Background: an optimization exercise with open tools, aiming at small area. Do not read the settings as production practice.
In this exercise RTL edits were held to simulation tests only and were not proved equivalent to the original.
Power is estimated from default activity; no workload was simulated.

## flow/design.v (module list and top-level ports; edited modules follow where they fit)
// module sobol_gen_cfg: 31 lines
// module sobol_gen_core: 1289 lines
// module sobol_sequence_generator_top: 119 lines
module sobol_sequence_generator_top #(
  parameter int NUM_DIMS = 8
) (
  input  logic                                 clk,
  input  logic                                 rst_n,
  input  logic                                 in_valid,
  output logic                                 in_stall,
  input  logic                                 in_restart,
  output logic                                 out_valid,
  input  logic                                 out_stall,
  output logic [31:0]                          out_point_index,
  output logic                                 out_last_point,
  output logic [31:0]                          out_coord_0,
  output logic [31:0]                          out_coord_1,
  output logic [31:0]                          out_coord_2,
  output logic [31:0]                          out_coord_3,
  output logic [31:0]                          out_coord_4,
  output logic [31:0]                          out_coord_5,
  output logic [31:0]                          out_coord_6,
  output logic [31:0]                          out_coord_7,
  input  logic                                 psel,
  input  logic                                 penable,
  input  logic                                 pwrite,
  input  logic [sobol_gen_pkg::CFG_ADDR_W-1:0] paddr,
  input  logic [sobol_gen_pkg::CFG_DATA_W-1:0] pwdata,
  output logic [sobol_gen_pkg::CFG_DATA_W-1:0] prdata,
  output logic                                 pready
);
  // ...
==> flow/flow/run.sh <==
#!/bin/bash
# The standard layout (standard.sh: ORFS with the standard flow's config), with these changes:
# - the port buffers buffer_ports inserts are the smallest buffer, buf_1,
#   instead of the tool's default pick; every port still gets its buffer;
# - after synthesis, flow/downsize.tcl swaps each upsized combinational cell
#   for its family's smallest size (same function); the flow's own repair
#   steps then resize or buffer what slew, capacitance and timing need;
# - during placement (flow/smallbuf.tcl) repair buffers only with buf_1/buf_2
#   (or clkbuf_1/clkbuf_2), not larger buffers or delay cells;
# - clock tree synthesis without dummy loads.
# Registers are untouched: the netlist keeps the standard synthesis's flops.
set -euo pipefail
bash standard.sh 'BUFFER_PORTS_ARGS=-buffer_cell sky130_fd_sc_hd__buf_1' \
  "POST_SYNTH_TCL=$(pwd)/flow/downsize.tcl" \
  "PRE_GLOBAL_PLACE_TCL=$(pwd)/flow/smallbuf.tcl" \
  "PRE_RESIZE_TCL=$(pwd)/flow/smallbuf.tcl" \
  'CTS_ARGS=-sink_clustering_enable -repair_clock_nets -buf_list sky130_fd_sc_hd__clkbuf_8 -dont_use_dummy_load' \
  finish > orfs_make.log 2>&1
==> flow/flow/downsize.tcl <==
# Swap every combinational cell that synthesis upsized for its family's
# smallest size; the flow's repair steps then size up or buffer only what
# slew, capacitance and timing need.
set ds_map [dict create \
  sky130_fd_sc_hd__a2111o_2 sky130_fd_sc_hd__a2111o_1 \
  sky130_fd_sc_hd__a2111o_4 sky130_fd_sc_hd__a2111o_1 \
  sky130_fd_sc_hd__a2111oi_1 sky130_fd_sc_hd__a2111oi_0 \
  sky130_fd_sc_hd__a2111oi_2 sky130_fd_sc_hd__a2111oi_0 \
  sky130_fd_sc_hd__a2111oi_4 sky130_fd_sc_hd__a2111oi_0 \
  sky130_fd_sc_hd__a211o_2 sky130_fd_sc_hd__a211o_1 \
  sky130_fd_sc_hd__a211o_4 sky130_fd_sc_hd__a211o_1 \
  sky130_fd_sc_hd__a211oi_2 sky130_fd_sc_hd__a211oi_1 \
  sky130_fd_sc_hd__a211oi_4 sky130_fd_sc_hd__a211oi_1 \
  sky130_fd_sc_hd__a21bo_4 sky130_fd_sc_hd__a21bo_1 \
  sky130_fd_sc_hd__a21boi_2 sky130_fd_sc_hd__a21boi_0 \
  sky130_fd_sc_hd__a21boi_4 sky130_fd_sc_hd__a21boi_0 \
  sky130_fd_sc_hd__a21o_2 sky130_fd_sc_hd__a21o_1 \
  sky130_fd_sc_hd__a21o_4 sky130_fd_sc_hd__a21o_1 \
  sky130_fd_sc_hd__a21oi_2 sky130_fd_sc_hd__a21oi_1 \
  sky130_fd_sc_hd__a21oi_4 sky130_fd_sc_hd__a21oi_1 \
  sky130_fd_sc_hd__a221o_2 sky130_fd_sc_hd__a221o_1 \
  sky130_fd_sc_hd__a221o_4 sky130_fd_sc_hd__a221o_1 \
  sky130_fd_sc_hd__a221oi_2 sky130_fd_sc_hd__a221oi_1 \
  sky130_fd_sc_hd__a221oi_4 sky130_fd_sc_hd__a221oi_1 \
  sky130_fd_sc_hd__a22o_2 sky130_fd_sc_hd__a22o_1 \
  sky130_fd_sc_hd__a22o_4 sky130_fd_sc_hd__a22o_1 \
  sky130_fd_sc_hd__a22oi_2 sky130_fd_sc_hd__a22oi_1 \
  sky130_fd_sc_hd__a22oi_4 sky130_fd_sc_hd__a22oi_1 \
  sky130_fd_sc_hd__a2bb2o_2 sky130_fd_sc_hd__a2bb2o_1 \
  sky130_fd_sc_hd__a2bb2o_4 sky130_fd_sc_hd__a2bb2o_1 \
  sky130_fd_sc_hd__a2bb2oi_2 sky130_fd_sc_hd__a2bb2oi_1 \
  sky130_fd_sc_hd__a2bb2oi_4 sky130_fd_sc_hd__a2bb2oi_1 \
  sky130_fd_sc_hd__a311o_2 sky130_fd_sc_hd__a311o_1 \
  sky130_fd_sc_hd__a311o_4 sky130_fd_sc_hd__a311o_1 \
  sky130_fd_sc_hd__a311oi_2 sky130_fd_sc_hd__a311oi_1 \
  sky130_fd_sc_hd__a311oi_4 sky130_fd_sc_hd__a311oi_1 \
  sky130_fd_sc_hd__a31o_4 sky130_fd_sc_hd__a31o_1 \
  sky130_fd_sc_hd__a31oi_2 sky130_fd_sc_hd__a31oi_1 \
  sky130_fd_sc_hd__a31oi_4 sky130_fd_sc_hd__a31oi_1 \
  sky130_fd_sc_hd__a32o_2 sky130_fd_sc_hd__a32o_1 \
  sky130_fd_sc_hd__a32o_4 sky130_fd_sc_hd__a32o_1 \
  sky130_fd_sc_hd__a32oi_2 sky130_fd_sc_hd__a32oi_1 \
  sky130_fd_sc_hd__a32oi_4 sky130_fd_sc_hd__a32oi_1 \
  sky130_fd_sc_hd__a41o_2 sky130_fd_sc_hd__a41o_1 \
  sky130_fd_sc_hd__a41o_4 sky130_fd_sc_hd__a41o_1 \
  sky130_fd_sc_hd__a41oi_2 sky130_fd_sc_hd__a41oi_1 \
  sky130_fd_sc_hd__a41oi_4 sky130_fd_sc_hd__a41oi_1 \
  sky130_fd_sc_hd__and2_2 sky130_fd_sc_hd__and2_0 \
  sky130_fd_sc_hd__and2_4 sky130_fd_sc_hd__and2_0 \
  sky130_fd_sc_hd__and2b_2 sky130_fd_sc_hd__and2b_1 \
  sky130_fd_sc_hd__and2b_4 sky130_fd_sc_hd__and2b_1 \
  sky130_fd_sc_hd__and3_2 sky130_fd_sc_hd__and3_1 \
  sky130_fd_sc_hd__and3_4 sky130_fd_sc_hd__and3_1 \
  sky130_fd_sc_hd__and3b_2 sky130_fd_sc_hd__and3b_1 \
  sky130_fd_sc_hd__and3b_4 sky130_fd_sc_hd__and3b_1 \
  sky130_fd_sc_hd__and4_2 sky130_fd_sc_hd__and4_1 \
  sky130_fd_sc_hd__and4_4 sky130_fd_sc_hd__and4_1 \
  sky130_fd_sc_hd__and4b_2 sky130_fd_sc_hd__and4b_1 \
  sky130_fd_sc_hd__and4b_4 sky130_fd_sc_hd__and4b_1 \
  sky130_fd_sc_hd__and4bb_4 sky130_fd_sc_hd__and4bb_1 \
  sky130_fd_sc_hd__buf_6 sky130_fd_sc_hd__buf_2 \
  sky130_fd_sc_hd__buf_8 sky130_fd_sc_hd__buf_2 \
  sky130_fd_sc_hd__buf_12 sky130_fd_sc_hd__buf_2 \
  sky130_fd_sc_hd__buf_16 sky130_fd_sc_hd__buf_2 \
  sky130_fd_sc_hd__bufbuf_16 sky130_fd_sc_hd__bufbuf_8 \
  sky130_fd_sc_hd__bufinv_16 sky130_fd_sc_hd__bufinv_8 \
  sky130_fd_sc_hd__clkbuf_2 sky130_fd_sc_hd__clkbuf_1 \
  sky130_fd_sc_hd__clkbuf_4 sky130_fd_sc_hd__clkbuf_1 \
  sky130_fd_sc_hd__clkbuf_8 sky130_fd_sc_hd__clkbuf_1 \
  sky130_fd_sc_hd__clkbuf_16 sky130_fd_sc_hd__clkbuf_1 \
  sky130_fd_sc_hd__clkdlybuf4s15_2 sky130_fd_sc_hd__clkdlybuf4s15_1 \
  sky130_fd_sc_hd__clkdlybuf4s50_2 sky130_fd_sc_hd__clkdlybuf4s50_1 \
  sky130_fd_sc_hd__clkinv_2 sky130_fd_sc_hd__clkinv_1 \
  sky130_fd_sc_hd__clkinv_4 sky130_fd_sc_hd__clkinv_1 \
  sky130_fd_sc_hd__clkinv_8 sky130_fd_sc_hd__clkinv_1 \
  sky130_fd_sc_hd__clkinv_16 sky130_fd_sc_hd__clkinv_1 \
  sky130_fd_sc_hd__clkinvlp_4 sky130_fd_sc_hd__clkinvlp_2 \
  sky130_fd_sc_hd__ebufn_2 sky130_fd_sc_hd__ebufn_1 \
  sky130_fd_sc_hd__ebufn_4 sky130_fd_sc_hd__ebufn_1 \
  sky130_fd_sc_hd__ebufn_8 sky130_fd_sc_hd__ebufn_1 \
  sky130_fd_sc_hd__einvn_1 sky130_fd_sc_hd__einvn_0 \
  sky130_fd_sc_hd__einvn_2 sky130_fd_sc_hd__einvn_0 \
  sky130_fd_sc_hd__einvn_4 sky130_fd_sc_hd__einvn_0 \
  sky130_fd_sc_hd__einvn_8 sky130_fd_sc_hd__einvn_0 \
  sky130_fd_sc_hd__einvp_2 sky130_fd_sc_hd__einvp_1 \
  sky130_fd_sc_hd__einvp_4 sky130_fd_sc_hd__einvp_1 \
  sky130_fd_sc_hd__einvp_8 sky130_fd_sc_hd__einvp_1 \
  sky130_fd_sc_hd__fa_2 sky130_fd_sc_hd__fa_1 \
  sky130_fd_sc_hd__fa_4 sky130_fd_sc_hd__fa_1 \
  sky130_fd_sc_hd__ha_2 sky130_fd_sc_hd__ha_1 \
  sky130_fd_sc_hd__ha_4 sky130_fd_sc_hd__ha_1 \
  sky130_fd_sc_hd__inv_4 sky130_fd_sc_hd__inv_1 \
  sky130_fd_sc_hd__inv_6 sky130_fd_sc_hd__inv_1 \
  sky130_fd_sc_hd__inv_8 sky130_fd_sc_hd__inv_1 \
  sky130_fd_sc_hd__inv_12 sky130_fd_sc_hd__inv_1 \
  sky130_fd_sc_hd__inv_16 sky130_fd_sc_hd__inv_1 \
  sky130_fd_sc_hd__maj3_2 sky130_fd_sc_hd__maj3_1 \
  sky130_fd_sc_hd__maj3_4 sky130_fd_sc_hd__maj3_1 \
  sky130_fd_sc_hd__mux2_4 sky130_fd_sc_hd__mux2_1 \
  sky130_fd_sc_hd__mux2_8 sky130_fd_sc_hd__mux2_1 \
  sky130_fd_sc_hd__mux4_4 sky130_fd_sc_hd__mux4_2 \
  sky130_fd_sc_hd__mux4_1 sky130_fd_sc_hd__mux4_2 \
  sky130_fd_sc_hd__nand2_2 sky130_fd_sc_hd__nand2_1 \
  sky130_fd_sc_hd__nand2_4 sky130_fd_sc_hd__nand2_1 \
  sky130_fd_sc_hd__nand2_8 sky130_fd_sc_hd__nand2_1 \
  sky130_fd_sc_hd__nand2b_2 sky130_fd_sc_hd__nand2b_1 \
  sky130_fd_sc_hd__nand2b_4 sky130_fd_sc_hd__nand2b_1 \
  sky130_fd_sc_hd__nand3_2 sky130_fd_sc_hd__nand3_1 \
  sky130_fd_sc_hd__nand3_4 sky130_fd_sc_hd__nand3_1 \
  sky130_fd_sc_hd__nand3b_2 sky130_fd_sc_hd__nand3b_1 \
  sky130_fd_sc_hd__nand3b_4 sky130_fd_sc_hd__nand3b_1 \
  sky130_fd_sc_hd__nand4_2 sky130_fd_sc_hd__nand4_1 \
  sky130_fd_sc_hd__nand4_4 sky130_fd_sc_hd__nand4_1 \
  sky130_fd_sc_hd__nand4b_2 sky130_fd_sc_hd__nand4b_1 \
  sky130_fd_sc_hd__nand4b_4 sky130_fd_sc_hd__nand4b_1 \
  sky130_fd_sc_hd__nand4bb_2 sky130_fd_sc_hd__nand4bb_1 \
  sky130_fd_sc_hd__nand4bb_4 sky130_fd_sc_hd__nand4bb_1 \
  sky130_fd_sc_hd__nor2_2 sky130_fd_sc_hd__nor2_1 \
  sky130_fd_sc_hd__nor2_4 sky130_fd_sc_hd__nor2_1 \
  sky130_fd_sc_hd__nor2_8 sky130_fd_sc_hd__nor2_1 \
  sky130_fd_sc_hd__nor2b_2 sky130_fd_sc_hd__nor2b_1 \
  sky130_fd_sc_hd__nor2b_4 sky130_fd_sc_hd__nor2b_1 \
  sky130_fd_sc_hd__nor3_2 sky130_fd_sc_hd__nor3_1 \
  sky130_fd_sc_hd__nor3_4 sky130_fd_sc_hd__nor3_1 \
  sky130_fd_sc_hd__nor3b_2 sky130_fd_sc_hd__nor3b_1 \
  sky130_fd_sc_hd__nor3b_4 sky130_fd_sc_hd__nor3b_1 \
  sky130_fd_sc_hd__nor4_2 sky130_fd_sc_hd__nor4_1 \
  sky130_fd_sc_hd__nor4_4 sky130_fd_sc_hd__nor4_1 \
  sky130_fd_sc_hd__nor4b_2 sky130_fd_sc_hd__nor4b_1 \
  sky130_fd_sc_hd__nor4b_4 sky130_fd_sc_hd__nor4b_1 \
  sky130_fd_sc_hd__nor4bb_2 sky130_fd_sc_hd__nor4bb_1 \
  sky130_fd_sc_hd__nor4bb_4 sky130_fd_sc_hd__nor4bb_1 \
  sky130_fd_sc_hd__o2111a_2 sky130_fd_sc_hd__o2111a_1 \
  sky130_fd_sc_hd__o2111a_4 sky130_fd_sc_hd__o2111a_1 \
  sky130_fd_sc_hd__o2111ai_2 sky130_fd_sc_hd__o2111ai_1 \
  sky130_fd_sc_hd__o2111ai_4 sky130_fd_sc_hd__o2111ai_1 \
  sky130_fd_sc_hd__o211a_4 sky130_fd_sc_hd__o211a_1 \
  sky130_fd_sc_hd__o211ai_2 sky130_fd_sc_hd__o211ai_1 \
  sky130_fd_sc_hd__o211ai_4 sky130_fd_sc_hd__o211ai_1 \
  sky130_fd_sc_hd__o21a_2 sky130_fd_sc_hd__o21a_1 \
  sky130_fd_sc_hd__o21a_4 sky130_fd_sc_hd__o21a_1 \
  sky130_fd_sc_hd__o21ai_2 sky130_fd_sc_hd__o21ai_0 \
  sky130_fd_sc_hd__o21ai_4 sky130_fd_sc_hd__o21ai_0 \
  sky130_fd_sc_hd__o21ba_4 sky130_fd_sc_hd__o21ba_1 \
  sky130_fd_sc_hd__o21bai_2 sky130_fd_sc_hd__o21bai_1 \
  sky130_fd_sc_hd__o21bai_4 sky130_fd_sc_hd__o21bai_1 \
  sky130_fd_sc_hd__o221a_4 sky130_fd_sc_hd__o221a_1 \
  sky130_fd_sc_hd__o221ai_2 sky130_fd_sc_hd__o221ai_1 \
  sky130_fd_sc_hd__o221ai_4 sky130_fd_sc_hd__o221ai_1 \
  sky130_fd_sc_hd__o22a_2 sky130_fd_sc_hd__o22a_1 \
  sky130_fd_sc_hd__o22a_4 sky130_fd_sc_hd__o22a_1 \
  sky130_fd_sc_hd__o22ai_2 sky130_fd_sc_hd__o22ai_1 \
  sky130_fd_sc_hd__o22ai_4 sky130_fd_sc_hd__o22ai_1 \
  sky130_fd_sc_hd__o2bb2a_2 sky130_fd_sc_hd__o2bb2a_1 \
  sky130_fd_sc_hd__o2bb2a_4 sky130_fd_sc_hd__o2bb2a_1 \
  sky130_fd_sc_hd__o2bb2ai_2 sky130_fd_sc_hd__o2bb2ai_1 \
  sky130_fd_sc_hd__o2bb2ai_4 sky130_fd_sc_hd__o2bb2ai_1 \
  sky130_fd_sc_hd__o311a_2 sky130_fd_sc_hd__o311a_1 \
  sky130_fd_sc_hd__o311a_4 sky130_fd_sc_hd__o311a_1 \
  sky130_fd_sc_hd__o311ai_2 sky130_fd_sc_hd__o311ai_0 \
  sky130_fd_sc_hd__o311ai_4 sky130_fd_sc_hd__o311ai_0 \
  sky130_fd_sc_hd__o31a_2 sky130_fd_sc_hd__o31a_1 \
  sky130_fd_sc_hd__o31a_4 sky130_fd_sc_hd__o31a_1 \
  sky130_fd_sc_hd__o31ai_2 sky130_fd_sc_hd__o31ai_1 \
  sky130_fd_sc_hd__o31ai_4 sky130_fd_sc_hd__o31ai_1 \
  sky130_fd_sc_hd__o32a_2 sky130_fd_sc_hd__o32a_1 \
  sky130_fd_sc_hd__o32a_4 sky130_fd_sc_hd__o32a_1 \
  sky130_fd_sc_hd__o32ai_2 sky130_fd_sc_hd__o32ai_1 \
  sky130_fd_sc_hd__o32ai_4 sky130_fd_sc_hd__o32ai_1 \
  sky130_fd_sc_hd__o41a_2 sky130_fd_sc_hd__o41a_1 \
  sky130_fd_sc_hd__o41a_4 sky130_fd_sc_hd__o41a_1 \
  sky130_fd_sc_hd__o41ai_2 sky130_fd_sc_hd__o41ai_1 \
  sky130_fd_sc_hd__o41ai_4 sky130_fd_sc_hd__o41ai_1 \
  sky130_fd_sc_hd__or2_4 sky130_fd_sc_hd__or2_0 \
  sky130_fd_sc_hd__or2b_2 sky130_fd_sc_hd__or2b_1 \
  sky130_fd_sc_hd__or2b_4 sky130_fd_sc_hd__or2b_1 \
  sky130_fd_sc_hd__or3_2 sky130_fd_sc_hd__or3_1 \
  sky130_fd_sc_hd__or3_4 sky130_fd_sc_hd__or3_1 \
  sky130_fd_sc_hd__or3b_4 sky130_fd_sc_hd__or3b_1 \
  sky130_fd_sc_hd__or4_2 sky130_fd_sc_hd__or4_1 \
  sky130_fd_sc_hd__or4_4 sky130_fd_sc_hd__or4_1 \
  sky130_fd_sc_hd__or4b_4 sky130_fd_sc_hd__or4b_1 \
  sky130_fd_sc_hd__or4bb_2 sky130_fd_sc_hd__or4bb_1 \
  sky130_fd_sc_hd__or4bb_4 sky130_fd_sc_hd__or4bb_1 \
  sky130_fd_sc_hd__sdlclkp_2 sky130_fd_sc_hd__sdlclkp_1 \
  sky130_fd_sc_hd__sdlclkp_4 sky130_fd_sc_hd__sdlclkp_1 \
  sky130_fd_sc_hd__xnor2_2 sky130_fd_sc_hd__xnor2_1 \
  sky130_fd_sc_hd__xnor2_4 sky130_fd_sc_hd__xnor2_1 \
  sky130_fd_sc_hd__xnor3_2 sky130_fd_sc_hd__xnor3_1 \
  sky130_fd_sc_hd__xnor3_4 sky130_fd_sc_hd__xnor3_1 \
  sky130_fd_sc_hd__xor2_2 sky130_fd_sc_hd__xor2_1 \
  sky130_fd_sc_hd__xor2_4 sky130_fd_sc_hd__xor2_1 \
  sky130_fd_sc_hd__xor3_2 sky130_fd_sc_hd__xor3_1 \
  sky130_fd_sc_hd__xor3_4 sky130_fd_sc_hd__xor3_1 \
]
set ds_count 0
foreach inst [[ord::get_db_block] getInsts] {
  set m [[$inst getMaster] getName]
  if { [dict exists $ds_map $m] } {
    replace_cell [$inst getName] [dict get $ds_map $m]
    incr ds_count
  }
}
puts "downsize.tcl: swapped $ds_count cells for their smallest size"
==> flow/flow/smallbuf.tcl <==
set_dont_use [get_lib_cells {sky130_fd_sc_hd__buf_4 sky130_fd_sc_hd__buf_6 sky130_fd_sc_hd__buf_8 sky130_fd_sc_hd__buf_12 sky130_fd_sc_hd__buf_16 sky130_fd_sc_hd__clkbuf_4 sky130_fd_sc_hd__clkbuf_8 sky130_fd_sc_hd__clkbuf_16 sky130_fd_sc_hd__dlygate4sd* sky130_fd_sc_hd__dlymetal6s* sky130_fd_sc_hd__clkdlybuf4s* sky130_fd_sc_hd__bufbuf_* sky130_fd_sc_hd__bufinv_*}]
==> flow/standard.sh <==
#!/bin/bash
# synth_recipe.tcl (not shown) runs the flow's synth.tcl, then flattens the netlist and writes it again
# the make line also repeats each setting of config.mk as NAME=value (left out here)
make -C /OpenROAD-flow-scripts/flow DESIGN_CONFIG=/design/flow/config.mk WORK_HOME=/design/flow/orfs CLKGATE_MAP_FILE= SYNTH_SCRIPT=/design/flow/synth_recipe.tcl "${@:-finish}"
==> flow/config.mk <==
export PLATFORM = sky130hd
export DESIGN_NAME = sobol_sequence_generator_top
export DESIGN_NICKNAME = sobol_sequence_generator_top
export VERILOG_FILES = /design/flow/design.v
export SDC_FILE = /design/flow/constraint.sdc
export NUM_CORES = 4
export LEC_CHECK = 0
export CAP_MARGIN = 20
export CORE_MARGIN = 2
export CORE_UTILIZATION = 65
export CTS_BUF_LIST = sky130_fd_sc_hd__clkbuf_8
export PLACE_DENSITY = 0.8
export SLEW_MARGIN = 20
==> flow/constraint.sdc <==
create_clock -name core_clock -period 7.0 [get_ports {clk}]
set_input_delay 1.4000 -clock core_clock [delete_from_list [all_inputs] [get_ports {clk}]]
set_output_delay 1.4000 -clock core_clock [all_outputs]
set_load 0.01 [all_outputs]
==> summary.md, run 1 <==
| Metric | Value |
|---|---|
| Cells after Synth | 1366 |
| First DRT Iteration DRCs | approximately 1200 |
| Worst Path Max Fanout | 12 |
| Final net count | 1824 |
| Final Hold Vio Count | 0 |
| Status | timing/DRC/antenna clean |
| Syn avg cell area | 7.89 um^2 |
| Met3 wire length | ~4 mm |
| Drt wl/cell | approximately 22 um |
| Cell chain of the critical path | ha_1 > xor2_1 > buf_1 > xnor2_1 > xnor2_1 > xnor3_1 > nor3_1 > a21o_1 > buf_1 |
| Comb power | about 0.0038 W |
| Antenna violations before repair | 0 |
| Mapped Nets | 1489 |
| CP Class | flop to primary output |
| RSZ-0062 raised after global routing | no |
| Static Leak | roughly 4.9 nW |
| Most common cell after layout, fill and taps aside | buf_1 |
| Biggest regs | idx: 32 flops, u_cfg.run_len_n: 32 flops, u_cfg.dims: 4 flops |
| Logic inverters | 19 |
| Diodes inserted | 0 |
| Worst hold start | in_valid_r |
| Worst path slowest cell | ha_1 |
| Post-layout util | 75.8% |
| Achievable frequency | 167 MHz |
| Number of port buffers | 364 |
| TritonCTS clock tree | yes |
| First-pass GRT wire length | roughly 61 mm |
==> inputs of run 2 (changes only) <==
==> flow/design.v (replaced) <==
package sobol_gen_pkg;
  localparam int MAX_DIMS      = 8;
  localparam int FRACTION_BITS = 32;
  localparam int DIMS_W        = 4;
  localparam int CFG_ADDR_W    = 4;
  localparam int CFG_DATA_W    = 32;
  localparam logic [1:0] REG_DIMS    = 2'd0;
  localparam logic [1:0] REG_RUN_LEN = 2'd1;
  localparam logic [1:0] REG_SEEK    = 2'd2;
endpackage
module sobol_gen_cfg (
  input  logic        clk,
  input  logic        rst_n,
  input  logic        wr_en,
  input  logic [1:0]  reg_sel,
  input  logic [31:0] pwdata,
  input  logic [31:0] next_index,
  output logic [31:0] prdata,
  output logic [3:0]  dims,
  output logic [31:0] run_len
);
  logic [31:0] run_len_n;
  assign run_len = ~run_len_n;
  always_ff @(posedge clk) begin
    if (!rst_n) begin
      dims      <= 4'd8;
      run_len_n <= '0;
    end else if (wr_en) begin
      if (reg_sel == sobol_gen_pkg::REG_DIMS)    dims      <= pwdata[3:0];
      if (reg_sel == sobol_gen_pkg::REG_RUN_LEN) run_len_n <= ~pwdata;
    end
  end
  always_comb begin
    case (reg_sel)
      sobol_gen_pkg::REG_DIMS:    prdata = {28'b0, dims};
      sobol_gen_pkg::REG_RUN_LEN: prdata = run_len;
      sobol_gen_pkg::REG_SEEK:    prdata = next_index;
      default:                    prdata = '0;
    endcase
  end
endmodule
module sobol_gen_core (
  input  logic [31:0]  n,
  output logic [255:0] w
);
  logic t32;
  logic t33;
  logic t34;
  logic t35;
  logic t36;
  logic t37;
  logic t38;
  logic t39;
  logic t40;
  logic t41;
  logic t42;
  logic t43;
  logic t44;
  logic t45;
  logic t46;
  logic t47;
  logic t48;
  logic t49;
  logic t50;
  logic t51;
  logic t52;
  logic t53;
  logic t54;
  logic t55;
  logic t56;
  logic t57;
  logic t58;
  logic t59;
  logic t60;
  logic t61;
  logic t62;
  logic t63;
  logic t64;
  logic t65;
  logic t66;
  logic t67;
  logic t68;
  logic t69;
  logic t70;
  logic t71;
  logic t72;
  logic t73;
  logic t74;
  logic t75;
  logic t76;
  logic t77;
  logic t78;
  logic t79;
  logic t80;
  logic t81;
  logic t82;
  logic t83;
  logic t84;
  logic t85;
  logic t86;
  logic t87;
  logic t88;
  logic t89;
  logic t90;
  logic t91;
  logic t92;
  logic t93;
  logic t94;
  logic t95;
  logic t96;
  logic t97;
  logic t98;
  logic t99;
  logic t100;
  logic t101;
  logic t102;
  logic t103;
  logic t104;
  logic t105;
  logic t106;
  logic t107;
  logic t108;
  logic t109;
  logic t110;
  logic t111;
  logic t112;
  logic t113;
  logic t114;
  logic t115;
  logic t116;
  logic t117;
  logic t118;
  logic t119;
  logic t120;
  logic t121;
  logic t122;
  logic t123;
  logic t124;
  logic t125;
  logic t126;
  logic t127;
  logic t128;
  logic t129;
  logic t130;
  logic t131;
  logic t132;
  logic t133;
  logic t134;
  logic t135;
  logic t136;
  logic t137;
  logic t138;
  logic t139;
  logic t140;
  logic t141;
  logic t142;
  logic t143;
  logic t144;
  logic t145;
  logic t146;
  logic t147;
  logic t148;
  logic t149;
  logic t150;
  logic t151;
  logic t152;
  logic t153;
  logic t154;
  logic t155;
  logic t156;
  logic t157;
  logic t158;
  logic t159;
  logic t160;
  logic t161;
  logic t162;
  logic t163;
  logic t164;
  logic t165;
  logic t166;
  logic t167;
  logic t168;
  logic t169;
  logic t170;
  logic t171;
  logic t172;
  logic t173;
  logic t174;
  logic t175;
  logic t176;
  logic t177;
  logic t178;
  logic t179;
  logic t180;
  logic t181;
  logic t182;
  logic t183;
  logic t184;
  logic t185;
  logic t187;
  logic t188;
  logic t189;
  logic t190;
  logic t191;
  logic t192;
  logic t193;
  logic t194;
  logic t195;
  logic t196;
  logic t197;
  logic t198;
  logic t199;
  logic t201;
  logic t202;
  logic t203;
  logic t204;
  logic t205;
  logic t206;
  logic t207;
  logic t208;
  logic t209;
  logic t210;
  logic t211;
  logic t212;
  logic t213;
  logic t214;
  logic t215;
  logic t216;
  logic t217;
  logic t218;
  logic t219;
  logic t220;
  logic t221;
  logic t222;
  logic t223;
  logic t224;
  logic t225;
  logic t226;
  logic t227;
  logic t228;
  logic t229;
  logic t230;
  logic t231;
  logic t232;
  logic t233;
  logic t234;
  logic t235;
  logic t236;
  logic t237;
  logic t238;
  logic t239;
  logic t240;
  logic t241;
  logic t242;
  logic t243;
  logic t244;
  logic t245;
  logic t246;
  logic t247;
  logic t248;
  logic t249;
  logic t250;
  logic t251;
  logic t252;
  logic t253;
  logic t254;
  logic t255;
  logic t256;
  logic t257;
  logic t258;
  logic t259;
  logic t260;
  logic t261;
  logic t262;
  logic t263;
  logic t264;
  logic t265;
  logic t266;
  logic t267;
  logic t268;
  logic t269;
  logic t270;
  logic t271;
  logic t272;
  logic t273;
  logic t274;
  logic t275;
  logic t276;
  logic t277;
  logic t278;
  logic t279;
  logic t280;
  logic t281;
  logic t282;
  logic t283;
  logic t284;
  logic t285;
  logic t286;
  logic t287;
  logic t288;
  logic t289;
  logic t290;
  logic t291;
  logic t292;
  logic t293;
  logic t294;
  logic t295;
  logic t296;
  logic t297;
  logic t298;
  logic t299;
  logic t300;
  logic t301;
  logic t302;
  logic t303;
  logic t304;
  logic t305;
  logic t306;
  logic t307;
  logic t308;
  logic t309;
  logic t310;
  logic t311;
  logic t312;
  logic t313;
  logic t314;
  logic t315;
  logic t316;
  logic t317;
  logic t318;
  logic t319;
  logic t320;
  logic t321;
  logic t322;
  logic t323;
  logic t324;
  logic t325;
  logic t326;
  logic t327;
  logic t328;
  logic t329;
  logic t330;
  logic t331;
  logic t332;
  logic t333;
  logic t334;
  logic t335;
  logic t336;
  logic t337;
  logic t338;
  logic t339;
  logic t340;
  logic t341;
  logic t342;
  logic t343;
  logic t344;
  logic t345;
  logic t346;
  logic t347;
  logic t348;
  logic t349;
  logic t350;
  logic t351;
  logic t352;
  logic t353;
  logic t354;
  logic t355;
  logic t356;
  logic t357;
  logic t358;
  logic t359;
  logic t360;
  logic t361;
  logic t362;
  logic t363;
  logic t364;
  logic t365;
  logic t366;
  logic t367;
  logic t368;
  logic t369;
  logic t370;
  logic t371;
  logic t372;
  logic t373;
  logic t374;
  logic t375;
  logic t376;
  logic t377;
  logic t378;
  logic t379;
  logic t380;
  logic t381;
  logic t382;
  logic t383;
  logic t384;
  logic t385;
  logic t386;
  logic t387;
  logic t388;
  logic t389;
  logic t390;
  logic t391;
  logic t392;
  logic t393;
  logic t394;
  logic t395;
  logic t396;
  logic t397;
  logic t398;
  logic t399;
  logic t400;
  logic t401;
  logic t402;
  logic t403;
  logic t404;
  logic t405;
  logic t406;
  logic t407;
  logic t408;
  logic t409;
  logic t410;
  logic t411;
  logic t412;
  logic t413;
  logic t414;
  logic t415;
  logic t416;
  logic t417;
  logic t418;
  logic t419;
  logic t420;
  logic t421;
  logic t422;
  logic t423;
  logic t424;
  logic t425;
  logic t426;
  logic t427;
  logic t428;
  logic t429;
  logic t430;
  logic t431;
  logic t432;
  logic t433;
  logic t434;
  logic t435;
  logic t436;
  logic t437;
  logic t438;
  logic t439;
  logic t440;
  logic t441;
  logic t442;
  logic t443;
  logic t444;
  logic t445;
  logic t446;
  logic t447;
  logic t448;
  logic t449;
  logic t450;
  logic t451;
  logic t452;
  logic t453;
  logic t454;
  logic t455;
  logic t456;
  logic t457;
  logic t458;
  logic t459;
  logic t460;
  logic t461;
  logic t462;
  logic t463;
  logic t464;
  logic t465;
  logic t466;
  logic t467;
  logic t468;
  logic t469;
  logic t470;
  logic t471;
  logic t472;
  logic t473;
  logic t474;
  logic t475;
  logic t476;
  logic t477;
  logic t478;
  logic t479;
  logic t480;
  logic t481;
  logic t482;
  logic t483;
  logic t484;
  logic t485;
  logic t486;
  logic t487;
  logic t488;
  logic t489;
  logic t490;
  logic t491;
  logic t492;
  logic t493;
  logic t494;
  logic t495;
  logic t496;
  logic t497;
  logic t498;
  logic t499;
  logic t500;
  logic t501;
  logic t502;
  logic t503;
  logic t504;
  logic t505;
  logic t506;
  logic t507;
  logic t508;
  logic t509;
  logic t510;
  logic t511;
  logic t512;
  logic t513;
  logic t514;
  logic t515;
  logic t516;
  logic t517;
  logic t518;
  logic t519;
  logic t520;
  logic t521;
  logic t522;
  logic t523;
  logic t524;
  logic t525;
  logic t526;
  logic t527;
  logic t528;
  logic t529;
  logic t530;
  logic t531;
  logic t532;
  logic t533;
  logic t534;
  logic t535;
  logic t536;
  logic t537;
  logic t538;
  logic t539;
  logic t540;
  logic t541;
  logic t542;
  logic t543;
  logic t544;
  logic t545;
  assign t32 = n[0] ^ n[1];
  assign t33 = n[1] ^ n[2];
  assign t34 = n[2] ^ n[3];
  assign t35 = n[3] ^ n[4];
  assign t36 = n[4] ^ n[5];
  assign t37 = n[5] ^ n[6];
  assign t38 = n[6] ^ n[7];
  assign t39 = n[7] ^ n[8];
  assign t40 = n[8] ^ n[9];
  assign t41 = n[9] ^ n[10];
  assign t42 = n[10] ^ n[11];
  assign t43 = n[11] ^ n[12];
  assign t44 = n[12] ^ n[13];
  assign t45 = n[13] ^ n[14];
  assign t46 = n[14] ^ n[15];
  assign t47 = n[15] ^ n[16];
  assign t48 = n[16] ^ n[17];
  assign t49 = n[17] ^ n[18];
  assign t50 = n[18] ^ n[19];
  assign t51 = n[19] ^ n[20];
  assign t52 = n[20] ^ n[21];
  assign t53 = n[21] ^ n[22];
  assign t54 = n[22] ^ n[23];
  assign t55 = n[23] ^ n[24];
  assign t56 = n[24] ^ n[25];
  assign t57 = n[25] ^ n[26];
  assign t58 = n[26] ^ n[27];
  assign t59 = n[27] ^ n[28];
  assign t60 = n[28] ^ n[29];
  assign t61 = n[29] ^ n[30];
  assign t62 = n[30] ^ n[31];
  assign t63 = t51 ^ t55;
  assign t64 = t50 ^ t54;
  assign t65 = n[31] ^ t59;
  assign t66 = t53 ^ t61;
  assign t67 = t46 ^ t58;
  assign t68 = t45 ^ t57;
  assign t69 = t44 ^ t56;
  assign t70 = t52 ^ t62;
  assign t71 = t47 ^ t59;
  assign t72 = t41 ^ t49;
  assign t73 = n[31] ^ t55;
  assign t74 = t58 ^ t64;
  assign t75 = t39 ^ t43;
  assign t76 = t38 ^ t40;
  assign t77 = t48 ^ t60;
  assign t78 = t47 ^ t65;
  assign t79 = t36 ^ t42;
  assign t80 = t52 ^ t54;
  assign t81 = t49 ^ t61;
  assign t82 = t63 ^ t71;
  assign t83 = t50 ^ t67;
  assign t84 = t60 ^ t66;
  assign t85 = t35 ^ t37;
  assign t86 = t64 ^ t67;
  assign t87 = t47 ^ t73;
  assign t88 = t48 ^ t69;
  assign t89 = t43 ^ t68;
  assign t90 = t39 ^ t68;
  assign t91 = t54 ^ t62;
  assign t92 = t59 ^ t63;
  assign t93 = t36 ^ t44;
  assign t94 = t37 ^ t45;
  assign t95 = t55 ^ t72;
  assign t96 = t56 ^ t70;
  assign t97 = t52 ^ t76;
  assign t98 = t49 ^ t57;
  assign t99 = t63 ^ t66;
  assign t100 = t51 ^ t53;
  assign t101 = t45 ^ t75;
  assign t102 = t40 ^ t79;
  assign t103 = t51 ^ t71;
  assign t104 = n[31] ^ t75;
  assign t105 = t42 ^ t72;
  assign t106 = t58 ^ t61;
  assign t107 = t48 ^ t74;
  assign t108 = t41 ^ t78;
  assign t109 = t60 ^ t69;
  assign t110 = t40 ^ t70;
  assign t111 = t46 ^ t64;
  assign t112 = t52 ^ t88;
  assign t113 = t74 ^ t97;
  assign t114 = t66 ^ t95;
  assign t115 = t51 ^ t108;
  assign t116 = t34 ^ t75;
  assign t117 = t41 ^ t92;
  assign t118 = t79 ^ t90;
  assign t119 = t33 ^ t35;
  assign t120 = t74 ^ t102;
  assign t121 = t82 ^ t90;
  assign t122 = t57 ^ t99;
  assign t123 = n[31] ^ t51;
  assign t124 = t66 ^ t115;
  assign t125 = t93 ^ t113;
  assign t126 = t33 ^ t85;
  assign t127 = t54 ^ t70;
  assign t128 = t83 ^ t110;
  assign t129 = t38 ^ t64;
  assign t130 = t35 ^ t38;
  assign t131 = t47 ^ t63;
  assign t132 = t39 ^ t53;
  assign t133 = t85 ^ t100;
  assign t134 = t34 ^ t95;
  assign t135 = t65 ^ t98;
  assign t136 = t34 ^ t77;
  assign t137 = t53 ^ t55;
  assign t138 = t62 ^ t129;
  assign t139 = t61 ^ t121;
  assign t140 = t42 ^ t111;
  assign t141 = t44 ^ t77;
  assign t142 = t45 ^ t56;
  assign t143 = t67 ^ t80;
  assign t144 = t55 ^ t65;
  assign t145 = t61 ^ t65;
  assign t146 = t43 ^ t92;
  assign t147 = t56 ^ t61;
  assign t148 = t50 ^ t89;
  assign t149 = t37 ^ t89;
  assign t150 = t40 ^ t72;
  assign t151 = t69 ^ t120;
  assign t152 = t62 ^ t67;
  assign t153 = t39 ^ t87;
  assign t154 = t52 ^ t140;
  assign t155 = t48 ^ t96;
  assign t156 = t79 ^ t83;
  assign t157 = t69 ^ t77;
  assign t158 = t72 ^ t76;
  assign t159 = t76 ^ t141;
  assign t160 = t41 ^ t57;
  assign t161 = t38 ^ t109;
  assign t162 = t63 ^ t104;
  assign t163 = t74 ^ t105;
  assign t164 = t136 ^ t143;
  assign t165 = t43 ^ t78;
  assign t166 = t59 ^ t84;
  assign t167 = t70 ^ t93;
  assign t168 = t42 ^ t86;
  assign t169 = t46 ^ t54;
  assign t170 = n[21] ^ t73;
  assign t171 = t33 ^ t36;
  assign t172 = t86 ^ t101;
  assign t173 = t50 ^ t62;
  assign t174 = t82 ^ t86;
  assign t175 = t49 ^ t137;
  assign t176 = t71 ^ t111;
  assign t177 = t68 ^ t75;
  assign t178 = n[12] ^ n[28];
  assign t179 = t44 ^ t60;
  assign t180 = t117 ^ t132;
  assign t181 = t80 ^ t159;
  assign t182 = t81 ^ t123;
  assign t183 = n[16] ^ n[24];
  assign t184 = t42 ^ t82;
  assign t185 = t86 ^ t161;
  assign t187 = t62 ^ t63;
  assign t188 = t60 ^ t106;
  assign t189 = n[28] ^ n[31];
  assign t190 = t57 ^ t163;
  assign t191 = t88 ^ t97;
  assign t192 = t131 ^ t132;
  assign t193 = t66 ^ t91;
  assign t194 = t77 ^ t173;
  assign t195 = t51 ^ t119;
  assign t196 = t98 ^ t104;
  assign t197 = n[31] ^ t60;
  assign t198 = t101 ^ t114;
  assign t199 = t46 ^ t191;
  assign t201 = t94 ^ t153;
  assign t202 = n[25] ^ t58;
  assign t203 = t102 ^ t164;
  assign t204 = n[27] ^ t62;
  assign t205 = t133 ^ t196;
  assign t206 = n[16] ^ t52;
  assign t207 = t43 ^ t103;
  assign t208 = t54 ^ t63;
  assign t209 = t83 ^ t105;
  assign t210 = t44 ^ t154;
  assign t211 = n[24] ^ n[28];
  assign t212 = t43 ^ t85;
  assign t213 = t56 ^ t60;
  assign t214 = t34 ^ t167;
  assign t215 = t84 ^ t128;
  assign t216 = t97 ^ t156;
  assign t217 = t94 ^ t180;
  assign t218 = t77 ^ t172;
  assign t219 = t49 ^ t195;
  assign t220 = t45 ^ t145;
  assign t221 = t101 ^ t192;
  assign t222 = t100 ^ t108;
  assign t223 = t69 ^ t130;
  assign t224 = t119 ^ t138;
  assign t225 = t152 ^ t165;
  assign t226 = t88 ^ t103;
  assign t227 = t136 ^ t171;
  assign t228 = t79 ^ t130;
  assign t229 = t55 ^ t96;
  assign t230 = t67 ^ t179;
  assign t231 = t35 ^ t199;
  assign t232 = t170 ^ t188;
  assign t233 = t133 ^ t135;
  assign t234 = t107 ^ t116;
  assign t235 = n[13] ^ t170;
  assign t236 = t98 ^ t229;
  assign t237 = t78 ^ t130;
  assign t238 = t52 ^ t84;
  assign t239 = t55 ^ t80;
  assign t240 = t32 ^ t205;
  assign t241 = t99 ^ t135;
  assign t242 = t146 ^ t190;
  assign t243 = t37 ^ t104;
  assign t244 = t47 ^ t182;
  assign t245 = t61 ^ t125;
  assign t246 = t68 ^ t203;
  assign t247 = t62 ^ t73;
  assign t248 = t58 ^ t148;
  assign t249 = t162 ^ t183;
  assign t250 = n[20] ^ t74;
  assign t251 = t116 ^ t131;
  assign t252 = t89 ^ t226;
  assign t253 = t86 ^ t124;
  assign t254 = t40 ^ t251;
  assign t255 = t32 ^ t139;
  assign t256 = t117 ^ t214;
  assign t257 = t81 ^ t148;
  assign t258 = n[16] ^ n[30];
  assign t259 = t48 ^ t100;
  assign t260 = t126 ^ t244;
  assign t261 = n[31] ^ t142;
  assign t262 = t81 ^ t250;
  assign t263 = t95 ^ t210;
  assign t264 = t120 ^ t146;
  assign t265 = t50 ^ t96;
  assign t266 = t175 ^ t185;
  assign t267 = t38 ^ t256;
  assign t268 = t32 ^ t177;
  assign t269 = t62 ^ t202;
  assign t270 = t120 ^ t255;
  assign t271 = t41 ^ t144;
  assign t272 = t60 ^ t103;
  assign t273 = t74 ^ t145;
  assign t274 = n[22] ^ t273;
  assign t275 = t94 ^ t254;
  assign t276 = t91 ^ t106;
  assign t277 = t94 ^ t271;
  assign t278 = t156 ^ t240;
  assign t279 = t44 ^ t98;
  assign t280 = t80 ^ t147;
  assign t281 = n[26] ^ t170;
  assign t282 = t168 ^ t237;
  assign t283 = t45 ^ t169;
  assign t284 = t118 ^ t157;
  assign t285 = t99 ^ t235;
  assign t286 = t45 ^ t99;
  assign t287 = t87 ^ t163;
  assign t288 = n[26] ^ n[29];
  assign t289 = t155 ^ t228;
  assign t290 = t53 ^ t242;
  assign t291 = n[15] ^ t73;
  assign t292 = t132 ^ t158;
  assign t293 = n[28] ^ t147;
  assign t294 = t85 ^ t154;
  assign t295 = t65 ^ t99;
  assign t296 = t57 ^ t134;
  assign t297 = t61 ^ t73;
  assign t298 = t75 ^ t215;
  assign t299 = t65 ^ t263;
  assign t300 = t172 ^ t223;
  assign t301 = t69 ^ t71;
  assign t302 = t32 ^ t49;
  assign t303 = n[20] ^ t211;
  assign t304 = t277 ^ t298;
  assign t305 = t61 ^ t108;
  assign t306 = t92 ^ t209;
  assign t307 = t187 ^ t257;
  assign t308 = t83 ^ t98;
  assign t309 = t63 ^ t135;
  assign t310 = t125 ^ t201;
  assign t311 = t68 ^ t209;
  assign t312 = n[21] ^ n[24];
  assign t313 = t65 ^ t112;
  assign t314 = t43 ^ t260;
  assign t315 = t134 ^ t289;
  assign t316 = t42 ^ t138;
  assign t317 = t222 ^ t224;
  assign t318 = n[28] ^ t57;
  assign t319 = t112 ^ t160;
  assign t320 = t43 ^ t259;
  assign t321 = n[8] ^ t183;
  assign t322 = t180 ^ t285;
  assign t323 = t84 ^ t97;
  assign t324 = t112 ^ t264;
  assign t325 = t204 ^ t293;
  assign t326 = t88 ^ t184;
  assign t327 = t73 ^ t238;
  assign t328 = t208 ^ t261;
  assign t329 = t61 ^ t319;
  assign t330 = t57 ^ t213;
  assign t331 = t68 ^ t152;
  assign t332 = t75 ^ t176;
  assign t333 = t64 ^ t170;
  assign t334 = t122 ^ t195;
  assign t335 = t181 ^ t184;
  assign t336 = t107 ^ t175;
  assign t337 = t142 ^ t247;
  assign t338 = n[18] ^ t322;
  assign t339 = n[25] ^ t145;
  assign t340 = t39 ^ t296;
  assign t341 = t122 ^ t212;
  assign t342 = t50 ^ t141;
  assign t343 = n[15] ^ n[23];
  assign t344 = t81 ^ t121;
  assign t345 = t43 ^ t313;
  assign t346 = t89 ^ t215;
  assign t347 = t90 ^ t233;
  assign t348 = t48 ^ t80;
  assign t349 = n[31] ^ t61;
  assign t350 = t110 ^ t302;
  assign t351 = t111 ^ t156;
  assign t352 = t116 ^ t282;
  assign t353 = t47 ^ t55;
  assign t354 = t198 ^ t231;
  assign t355 = t41 ^ t287;
  assign t356 = t176 ^ t193;
  assign t357 = t78 ^ t354;
  assign t358 = t90 ^ t306;
  assign t359 = t59 ^ t149;
  assign t360 = n[20] ^ t144;
  assign t361 = t164 ^ t191;
  assign t362 = n[12] ^ n[20];
  assign t363 = t70 ^ t117;
  assign t364 = t103 ^ t245;
  assign t365 = t128 ^ t153;
  assign t366 = t111 ^ t285;
  assign t367 = n[25] ^ t276;
  assign t368 = n[20] ^ t232;
  assign t369 = t268 ^ t323;
  assign t370 = t126 ^ t350;
  assign t371 = t227 ^ t292;
  assign t372 = t78 ^ t230;
  assign t373 = n[31] ^ t47;
  assign t374 = t71 ^ t173;
  assign t375 = t44 ^ t361;
  assign t376 = t187 ^ t352;
  assign t377 = t83 ^ t207;
  assign t378 = t55 ^ t188;
  assign t379 = t58 ^ t91;
  assign t380 = t70 ^ t74;
  assign t381 = t58 ^ t326;
  assign t382 = t91 ^ t166;
  assign t383 = t123 ^ t168;
  assign t384 = t57 ^ t293;
  assign t385 = t123 ^ t194;
  assign t386 = t66 ^ t201;
  assign t387 = t93 ^ t145;
  assign t388 = t87 ^ t152;
  assign t389 = t125 ^ t217;
  assign t390 = t48 ^ t248;
  assign t391 = t63 ^ t281;
  assign t392 = n[30] ^ t92;
  assign t393 = t216 ^ t341;
  assign t394 = n[26] ^ t145;
  assign t395 = n[22] ^ t211;
  assign t396 = t73 ^ t106;
  assign t397 = t84 ^ t142;
  assign t398 = t63 ^ t65;
  assign t399 = n[21] ^ t183;
  assign t400 = t32 ^ t253;
  assign t401 = t42 ^ t198;
  assign t402 = t33 ^ t149;
  assign t403 = t173 ^ t230;
  assign t404 = t87 ^ t193;
  assign t405 = t32 ^ t317;
  assign t406 = n[15] ^ t333;
  assign t407 = n[14] ^ t258;
  assign t408 = n[16] ^ t178;
  assign t409 = t205 ^ t246;
  assign t410 = t41 ^ t300;
  assign t411 = t60 ^ t65;
  assign t412 = t73 ^ t122;
  assign t413 = t124 ^ t199;
  assign t414 = t181 ^ t401;
  assign t415 = t68 ^ t72;
  assign t416 = t269 ^ t293;
  assign t417 = t143 ^ t275;
  assign t418 = t67 ^ t182;
  assign t419 = t126 ^ t160;
  assign t420 = t65 ^ t148;
  assign t421 = t42 ^ t377;
  assign t422 = t84 ^ t380;
  assign t423 = t155 ^ t396;
  assign t424 = t150 ^ t283;
  assign t425 = t109 ^ t417;
  assign t426 = t74 ^ t392;
  assign t427 = t202 ^ t208;
  assign t428 = t95 ^ t107;
  assign t429 = t157 ^ t383;
  assign t430 = t35 ^ t82;
  assign t431 = t219 ^ t346;
  assign t432 = t61 ^ t331;
  assign t433 = t68 ^ t194;
  assign t434 = t109 ^ t278;
  assign t435 = t65 ^ t106;
  assign t436 = t190 ^ t192;
  assign t437 = t99 ^ t105;
  assign t438 = t171 ^ t369;
  assign t439 = t113 ^ t415;
  assign t440 = t52 ^ t310;
  assign t441 = t73 ^ t91;
  assign t442 = n[27] ^ t188;
  assign t443 = t60 ^ t265;
  assign t444 = t70 ^ t381;
  assign t445 = t71 ^ t212;
  assign t446 = t214 ^ t400;
  assign t447 = t106 ^ t318;
  assign t448 = t91 ^ t295;
  assign t449 = t363 ^ t428;
  assign t450 = t174 ^ t329;
  assign t451 = t138 ^ t243;
  assign t452 = t64 ^ t236;
  assign t453 = t66 ^ t73;
  assign t454 = t147 ^ t340;
  assign t455 = t74 ^ t391;
  assign t456 = t55 ^ t57;
  assign t457 = t286 ^ t342;
  assign t458 = t42 ^ t225;
  assign t459 = t87 ^ t234;
  assign t460 = t50 ^ t63;
  assign t461 = t218 ^ t387;
  assign t462 = n[4] ^ t178;
  assign t463 = t137 ^ t197;
  assign t464 = t43 ^ t388;
  assign t465 = t61 ^ t62;
  assign t466 = t150 ^ t397;
  assign t467 = t114 ^ t445;
  assign t468 = t291 ^ t308;
  assign t469 = t47 ^ t263;
  assign t470 = t198 ^ t419;
  assign t471 = t79 ^ t338;
  assign t472 = t107 ^ t337;
  assign t473 = n[13] ^ t399;
  assign t474 = t112 ^ t178;
  assign t475 = t37 ^ t267;
  assign t476 = t390 ^ t475;
  assign t477 = t100 ^ t135;
  assign t478 = t104 ^ t430;
  assign t479 = t81 ^ t335;
  assign t480 = t42 ^ t74;
  assign t481 = t206 ^ t272;
  assign t482 = t78 ^ t109;
  assign t483 = t57 ^ t189;
  assign t484 = t284 ^ t405;
  assign t485 = t110 ^ t372;
  assign t486 = t57 ^ t314;
  assign t487 = t266 ^ t359;
  assign t488 = t78 ^ t152;
  assign t489 = t40 ^ t454;
  assign t490 = t54 ^ t100;
  assign t491 = t81 ^ t135;
  assign t492 = t115 ^ t470;
  assign t493 = t176 ^ t438;
  assign t494 = t437 ^ t451;
  assign t495 = t62 ^ t288;
  assign t496 = t334 ^ t409;
  assign t497 = t320 ^ t424;
  assign t498 = t196 ^ t357;
  assign t499 = t151 ^ t486;
  assign t500 = t81 ^ t301;
  assign t501 = t249 ^ t462;
  assign t502 = t112 ^ t139;
  assign t503 = t182 ^ t374;
  assign t504 = n[30] ^ t202;
  assign t505 = n[21] ^ t213;
  assign t506 = t195 ^ t461;
  assign t507 = t93 ^ t324;
  assign t508 = n[30] ^ t59;
  assign t509 = t117 ^ t149;
  assign t510 = t370 ^ t459;
  assign t511 = t351 ^ t502;
  assign t512 = t71 ^ t220;
  assign t513 = n[14] ^ t202;
  assign t514 = t262 ^ t299;
  assign t515 = t364 ^ t402;
  assign t516 = n[26] ^ t65;
  assign t517 = t125 ^ t205;
  assign t518 = t89 ^ t305;
  assign t519 = t38 ^ t332;
  assign t520 = n[28] ^ t106;
  assign t521 = t315 ^ t420;
  assign t522 = n[22] ^ n[26];
  assign t523 = t166 ^ t410;
  assign t524 = t113 ^ t365;
  assign t525 = t151 ^ t347;
  assign t526 = t198 ^ t375;
  assign t527 = t294 ^ t489;
  assign t528 = t343 ^ t362;
  assign t529 = t56 ^ t204;
  assign t530 = t94 ^ t479;
  assign t531 = t122 ^ t127;
  assign t532 = t279 ^ t404;
  assign t533 = t112 ^ t439;
  assign t534 = t257 ^ t355;
  assign t535 = t96 ^ t477;
  assign t536 = t84 ^ t206;
  assign t537 = t60 ^ t128;
  assign t538 = t356 ^ t513;
  assign t539 = t139 ^ t185;
  assign t540 = t150 ^ t252;
  assign t541 = t215 ^ t440;
  assign t542 = t152 ^ t336;
  assign t543 = t328 ^ t371;
  assign t544 = t270 ^ t403;
  assign t545 = t87 ^ t344;
  assign w[0] = n[31];
  assign w[1] = t62;
  assign w[2] = t61;
  assign w[3] = t60;
  assign w[4] = t59;
  assign w[5] = t58;
  assign w[6] = t57;
  assign w[7] = t56;
  assign w[8] = t55;
  assign w[9] = t54;
  assign w[10] = t53;
  assign w[11] = t52;
  assign w[12] = t51;
  assign w[13] = t50;
  assign w[14] = t49;
  assign w[15] = t48;
  assign w[16] = t47;
  assign w[17] = t46;
  assign w[18] = t45;
  assign w[19] = t44;
  assign w[20] = t43;
  assign w[21] = t42;
  assign w[22] = t41;
  assign w[23] = t40;
  assign w[24] = t39;
  assign w[25] = t38;
  assign w[26] = t37;
  assign w[27] = t36;
  assign w[28] = t35;
  assign w[29] = t34;
  assign w[30] = t33;
  assign w[31] = t32;
  assign w[32] = n[31];
  assign w[33] = n[30];
  assign w[34] = t349;
  assign w[35] = n[28];
  assign w[36] = t65;
  assign w[37] = t442;
  assign w[38] = t491;
  assign w[39] = n[24];
  assign w[40] = t73;
  assign w[41] = t441;
  assign w[42] = t453;
  assign w[43] = t303;
  assign w[44] = t398;
  assign w[45] = t426;
  assign w[46] = t241;
  assign w[47] = n[16];
  assign w[48] = t373;
  assign w[49] = t407;
  assign w[50] = t512;
  assign w[51] = t408;
  assign w[52] = t165;
  assign w[53] = t458;
  assign w[54] = t518;
  assign w[55] = t321;
  assign w[56] = t153;
  assign w[57] = t524;
  assign w[58] = t386;
  assign w[59] = t541;
  assign w[60] = t478;
  assign w[61] = t376;
  assign w[62] = t492;
  assign w[63] = n[0];
  assign w[64] = n[31];
  assign w[65] = t62;
  assign w[66] = n[29];
  assign w[67] = t189;
  assign w[68] = t145;
  assign w[69] = t394;
  assign w[70] = t447;
  assign w[71] = t416;
  assign w[72] = t144;
  assign w[73] = t379;
  assign w[74] = t505;
  assign w[75] = t360;
  assign w[76] = t412;
  assign w[77] = t443;
  assign w[78] = t262;
  assign w[79] = t538;
  assign w[80] = t353;
  assign w[81] = t169;
  assign w[82] = t473;
  assign w[83] = t528;
  assign w[84] = t221;
  assign w[85] = t210;
  assign w[86] = t469;
  assign w[87] = t497;
  assign w[88] = t162;
  assign w[89] = t316;
  assign w[90] = t494;
  assign w[91] = t501;
  assign w[92] = t467;
  assign w[93] = t203;
  assign w[94] = t496;
  assign w[95] = t484;
  assign w[96] = n[31];
  assign w[97] = n[30];
  assign w[98] = t61;
  assign w[99] = t60;
  assign w[100] = t204;
  assign w[101] = t516;
  assign w[102] = t504;
  assign w[103] = t384;
  assign w[104] = t55;
  assign w[105] = t54;
  assign w[106] = t312;
  assign w[107] = t239;
  assign w[108] = t490;
  assign w[109] = t460;
  assign w[110] = t175;
  assign w[111] = t348;
  assign w[112] = t406;
  assign w[113] = t542;
  assign w[114] = t366;
  assign w[115] = t457;
  assign w[116] = t146;
  assign w[117] = t480;
  assign w[118] = t290;
  assign w[119] = t507;
  assign w[120] = t436;
  assign w[121] = t519;
  assign w[122] = t509;
  assign w[123] = t151;
  assign w[124] = t525;
  assign w[125] = t476;
  assign w[126] = t499;
  assign w[127] = t493;
  assign w[128] = n[31];
  assign w[129] = t62;
  assign w[130] = t349;
  assign w[131] = n[28];
  assign w[132] = n[27];
  assign w[133] = t495;
  assign w[134] = t483;
  assign w[135] = t529;
  assign w[136] = t73;
  assign w[137] = t441;
  assign w[138] = t193;
  assign w[139] = t327;
  assign w[140] = t448;
  assign w[141] = t422;
  assign w[142] = t309;
  assign w[143] = t536;
  assign w[144] = t481;
  assign w[145] = t468;
  assign w[146] = t472;
  assign w[147] = t532;
  assign w[148] = t207;
  assign w[149] = t421;
  assign w[150] = t311;
  assign w[151] = t540;
  assign w[152] = t358;
  assign w[153] = t533;
  assign w[154] = t217;
  assign w[155] = t389;
  assign w[156] = t517;
  assign w[157] = t521;
  assign w[158] = t515;
  assign w[159] = t434;
  assign w[160] = n[31];
  assign w[161] = n[30];
  assign w[162] = t465;
  assign w[163] = t197;
  assign w[164] = t508;
  assign w[165] = t435;
  assign w[166] = t339;
  assign w[167] = t293;
  assign w[168] = t297;
  assign w[169] = t395;
  assign w[170] = t382;
  assign w[171] = t368;
  assign w[172] = t427;
  assign w[173] = t455;
  assign w[174] = t452;
  assign w[175] = t423;
  assign w[176] = t78;
  assign w[177] = t488;
  assign w[178] = t432;
  assign w[179] = t482;
  assign w[180] = t464;
  assign w[181] = t534;
  assign w[182] = t514;
  assign w[183] = t485;
  assign w[184] = t139;
  assign w[185] = t539;
  assign w[186] = t487;
  assign w[187] = t511;
  assign w[188] = t523;
  assign w[189] = t527;
  assign w[190] = t543;
  assign w[191] = t544;
  assign w[192] = n[31];
  assign w[193] = n[30];
  assign w[194] = n[29];
  assign w[195] = t60;
  assign w[196] = t411;
  assign w[197] = t520;
  assign w[198] = t318;
  assign w[199] = t330;
  assign w[200] = t456;
  assign w[201] = t522;
  assign w[202] = t281;
  assign w[203] = t127;
  assign w[204] = t531;
  assign w[205] = t274;
  assign w[206] = t535;
  assign w[207] = t449;
  assign w[208] = t82;
  assign w[209] = t174;
  assign w[210] = t474;
  assign w[211] = t112;
  assign w[212] = t345;
  assign w[213] = t444;
  assign w[214] = t450;
  assign w[215] = t466;
  assign w[216] = t198;
  assign w[217] = t414;
  assign w[218] = t530;
  assign w[219] = t216;
  assign w[220] = t393;
  assign w[221] = t526;
  assign w[222] = t506;
  assign w[223] = t510;
  assign w[224] = n[31];
  assign w[225] = t62;
  assign w[226] = t61;
  assign w[227] = t60;
  assign w[228] = t59;
  assign w[229] = t188;
  assign w[230] = t269;
  assign w[231] = t325;
  assign w[232] = t378;
  assign w[233] = t367;
  assign w[234] = t463;
  assign w[235] = t280;
  assign w[236] = t123;
  assign w[237] = t173;
  assign w[238] = t81;
  assign w[239] = t385;
  assign w[240] = t503;
  assign w[241] = t418;
  assign w[242] = t433;
  assign w[243] = t500;
  assign w[244] = t307;
  assign w[245] = t429;
  assign w[246] = t124;
  assign w[247] = t537;
  assign w[248] = t545;
  assign w[249] = t413;
  assign w[250] = t304;
  assign w[251] = t471;
  assign w[252] = t498;
  assign w[253] = t425;
  assign w[254] = t431;
  assign w[255] = t446;
endmodule
module sobol_sequence_generator_top #(
  parameter int NUM_DIMS = 8
) (
  input  logic                                 clk,
  input  logic                                 rst_n,
  input  logic                                 in_valid,
  output logic                                 in_stall,
  input  logic                                 in_restart,
  output logic                                 out_valid,
  input  logic                                 out_stall,
  output logic [31:0]                          out_point_index,
  output logic                                 out_last_point,
  output logic [31:0]                          out_coord_0,
  output logic [31:0]                          out_coord_1,
  output logic [31:0]                          out_coord_2,
  output logic [31:0]                          out_coord_3,
  output logic [31:0]                          out_coord_4,
  output logic [31:0]                          out_coord_5,
  output logic [31:0]                          out_coord_6,
  output logic [31:0]                          out_coord_7,
  input  logic                                 psel,
  input  logic                                 penable,
  input  logic                                 pwrite,
  input  logic [sobol_gen_pkg::CFG_ADDR_W-1:0] paddr,
  input  logic [sobol_gen_pkg::CFG_DATA_W-1:0] pwdata,
  output logic [sobol_gen_pkg::CFG_DATA_W-1:0] prdata,
  output logic                                 pready
);
  logic        in_valid_r, out_valid_r, restart_r, lst, sk;
  logic [31:0] idx;
  logic [3:0]  dims;
  logic [31:0] run_len;
  logic        load, in_take, clr, last, wr_en, seek_we, cin;
  logic [32:0] cy;       
  logic [31:0] nxt;      
  logic [31:0] n_new;    
  logic [255:0] w;
  logic [31:0] csa_s;
  logic [32:0] csa_c, csa_sum;
  assign pready  = 1'b1;
  assign wr_en   = psel & penable & pwrite;
  assign seek_we = wr_en & (paddr[3:2] == sobol_gen_pkg::REG_SEEK);
  sobol_gen_cfg u_cfg (
    .clk        (clk),
    .rst_n      (rst_n),
    .wr_en      (wr_en),
    .reg_sel    (paddr[3:2]),
    .pwdata     (pwdata),
    .next_index (lst ? 32'd0 : nxt),
    .prdata     (prdata),
    .dims       (dims),
    .run_len    (run_len)
  );
  assign load     = in_valid_r & (~out_valid_r | ~out_stall);
  assign in_stall = in_valid_r & ~load;
  assign in_take  = in_valid & ~in_stall;
  assign clr      = restart_r | lst;
  assign cin      = ~sk;
  for (genvar i = 0; i <= 32; i++) begin : g_cy
    if (i == 0) begin : g_lo
      assign cy[i] = cin;
    end else begin : g_hi
      assign cy[i] = cin & (&idx[i-1:0]);
    end
  end
  assign nxt   = idx ^ cy[31:0];
  assign n_new = clr ? 32'd0 : nxt;
  always_comb begin
    for (int i = 0; i < 32; i++) begin
      if (i == 1) csa_s[i] = ~(idx[i] ^ ~run_len[i]);
      else        csa_s[i] = idx[i] ^ ~run_len[i];
    end
    csa_c[0] = 1'b0;
    for (int i = 0; i < 32; i++) begin
      if (i == 1) csa_c[i+1] = idx[i] | ~run_len[i];
      else        csa_c[i+1] = idx[i] & ~run_len[i];
    end
  end
  assign csa_sum = {1'b0, csa_s} + {1'b0, csa_c[31:0]} + {32'd0, cin};
  assign last    = clr ? ~|run_len[31:1] : (csa_sum[32] | csa_c[32]);
  always_ff @(posedge clk) begin
    if (!rst_n) begin
      in_valid_r  <= 1'b0;
      out_valid_r <= 1'b0;
      lst         <= 1'b1;
      sk          <= 1'b0;
    end else begin
      in_valid_r  <= in_take | (in_valid_r & ~load);
      out_valid_r <= load | (out_valid_r & out_stall);
      if (seek_we) begin
        lst <= 1'b0;
        sk  <= 1'b1;
      end else if (load) begin
        lst <= last;
        sk  <= 1'b0;
      end
    end
  end
  always_ff @(posedge clk) begin
    if (in_take) restart_r <= in_restart;
    if (seek_we)   idx <= pwdata;
    else if (load) idx <= n_new;
  end
  sobol_gen_core u_core (
    .n (idx),
    .w (w)
  );
  assign out_valid       = out_valid_r;
  assign out_point_index = idx;
  assign out_last_point  = lst;
  assign out_coord_0     = (dims > 4'd0) ? w[0*32 +: 32] : 32'd0;
  assign out_coord_1     = (dims > 4'd1) ? w[1*32 +: 32] : 32'd0;
  assign out_coord_2     = (dims > 4'd2) ? w[2*32 +: 32] : 32'd0;
  assign out_coord_3     = (dims > 4'd3) ? w[3*32 +: 32] : 32'd0;
  assign out_coord_4     = (dims > 4'd4) ? w[4*32 +: 32] : 32'd0;
  assign out_coord_5     = (dims > 4'd5) ? w[5*32 +: 32] : 32'd0;
  assign out_coord_6     = (dims > 4'd6) ? w[6*32 +: 32] : 32'd0;
  assign out_coord_7     = (dims > 4'd7) ? w[7*32 +: 32] : 32'd0;
endmodule
==> run 2 against run 1 <==
Area after synthesis shrank 0.52%. Clock skew shrank 0.78 ps. Fmax up 2.9%.
==> summary.md, run 2 <==
| Metric | Value |
|---|---|
| Status | timing/DRC/antenna clean (unchanged) |
| CP Class | flop to primary output (unchanged) |
| RSZ-0062 raised after global routing | no (unchanged) |
| All-layer global routing usage | 46.4% (was 44.7%) |
| # resized after CTS | 0 (unchanged) |
| Achievable frequency | 172 MHz (was 167 MHz) |
| Worst Path Max Fanout | 12 (unchanged) |
| Antenna violations before repair | 0 (unchanged) |
| Cells after Synth | 1370 (was 1366) |
| Worst EP arrival | 4410 ps (was 4570 ps) |
| Worst Skew | 19.7 ps (was 20.5 ps) |
| Met1 GRT Util | 56.1% (was 56.0%) |
| First DRT Iteration DRCs | 1374 (was 1227) |
| Most common cell after layout, fill and taps aside | buf_1 (unchanged) |
| Multi-input logic area | 8580 um^2 (was 8620 um^2) |
| Crit path buf inv count | 1 (was 2) |
| Cell chain of the critical path | ha_1 > xnor3_1 > xnor2_1 > xor2_1 > xnor2_1 > xnor2_1 > xnor2_1 > nor2_1 > buf_1 (was ha_1 > xor2_1 > buf_1 > xnor2_1 > xnor2_1 > xnor3_1 > nor3_1 > a21o_1 > buf_1) |
| Post-Route Setup TNS | 0 ps (unchanged) |
| Setup Viol. Count Final | 0 (unchanged) |
| Mapped Area | 10700 um^2 (was 10800 um^2) |
| Num CTS Buffers | 9 (unchanged) |
| Worst EP required | 5600 ps (about the same) |
| Drt wl/cell | 22.3 um (was 21.6 um) |
| Hold Path Depth | 2 (unchanged) |
| Synth warn | 2 (unchanged) |
| TritonCTS clock tree | yes (unchanged) |
| Measured slew at the worst slew-check pin | 1200 ps (was 1170 ps) |
| Clk slew on worst S/H paths | 70 ps (about the same) |
| Crit end category | primary output (unchanged) |
| Worst path max stage delay | 930 ps (was 950 ps) |
| Fraction of layout cells with a size suffix above 1 | 2.71% (was 2.06%) |
| Hold/Removal Path Class | flop to flop (unchanged) |
| Mapped Nets | 1493 (was 1489) |
| Final Hold Vio Count | 0 (unchanged) |
| DRC viols | 0 (unchanged) |
| Syn avg cell area | 7.83 um^2 (was 7.89 um^2) |
| First-pass GRT wire length | 63.1 mm (was 60.6 mm) |
| Biggest regs | idx: 32 flops, u_cfg.run_len_n: 32 flops, u_cfg.dims: 4 flops (unchanged) |
| Worst path slowest cell | ha_1 (unchanged) |
| Io pins | 368 (unchanged) |
| Number of port buffers | 364 (unchanged) |
| Remaining antenna violation count | 0 (unchanged) |
| Static Leak | 4.54 nW (was 4.90 nW) |
| Worst hold start | in_valid_r (unchanged) |
| Register area | 1790 um^2 (unchanged) |
| Final net count | 1820 (was 1824) |
| Fin crit period | 5810 ps (was 5970 ps) |
| Worst path most repeated cell | xnor2_1 |
| DR vias/cell | 6.10 (was 5.97) |
## run 2: cell count changes in the layout (fill, tap and decap cells not counted), moves of 4 or more
cell | before | now
a21oi_1 | 15 | 26
a211oi_1 | 0 | 30
nor2b_1 | 38 | 25
or2_2 | 5 | 10
inv_1 | 15 | 10
a21o_1 | 9 | 5
buf_1 | 410 | 402
nand2_1 | 91 | 68
nor2_1 | 219 | 261
xnor2_1 | 391 | 374
o211a_1 | 29 | 0
xor2_1 | 129 | 138
## run 2: metal layers
metal	share of wire, %	wire length [um]
met1	35	15000
met2	46	19700
met3	11	4760
met4	7.3	3120
met5	0	0
## run 2: power breakdown
part	switching [W]	internal, W	total, W
Combinational	0.00235	0.00149	0.00383
Clock	0.000141	0.000115	0.000255
Sequential	0.0000410	0.000463	0.000504
Total	0.00253	0.00206	0.00459
## run 2: through the flow
stage	util [%]	power (W)	cell area, um^2	worst slack [ps]	hold WS, ps
2_1_floorplan	-	0.00312	10700	2260	451
4_1_cts	77.1	0.00453	12300	1300	518
3_5_place_dp	76.3	0.00428	12200	1700	502
6_report	77.3	0.00459	12400	1190	528
5_1_grt	77.3	0.00484	12400	1140	556
3_3_place_gp	76.2	0.00424	12200	1750	476
## run 2: final cells by class
type / instances / area share [%]
Multi-Input combinational cell: 1191 / 69.4
Sequential cell: 73 / 14.5
Inverter: 13 / 0.395
Tap cell: 216 / 2.19
Antenna cell: 2 / 0.0405
Clock buffer: 9 / 1.00
Timing Repair Buffer: 409 / 12.5
## run 2: worst max-delay path by stage
stage	startpoint	end	slack, ps	depth (start not counted)
final	idx[26]	out_coord_1[27]	1190	9
after global placement	idx[18]	out_coord_7[30]	1750	9
after floorplan	idx[16]	out_coord_7[28]	2260	8
after detailed placement	idx[18]	out_coord_7[30]	1700	9
after global routing	idx[26]	out_coord_1[27]	1140	9
after CTS	idx[18]	out_coord_7[30]	1300	9
## run 2: worst register-to-register path: stages, from the launching register on
cell	delay [ps]
edfxtp_1	470
buf_1	680
ha_1	370
ha_1	290
and3_1	180
a221o_1	310
a21oi_1	160
o2111ai_1	120
a31oi_1	170
a2111oi_0	110
a311o_1	340

Setup slack of run 2, layout unchanged: 1.194 ns with ideal ports, 1.162 ns with driving cells assumed (clock clkbuf_16, inputs buf_2), 1.546 ns with port delays also shifted by the 0.384 ns mid clock arrival.
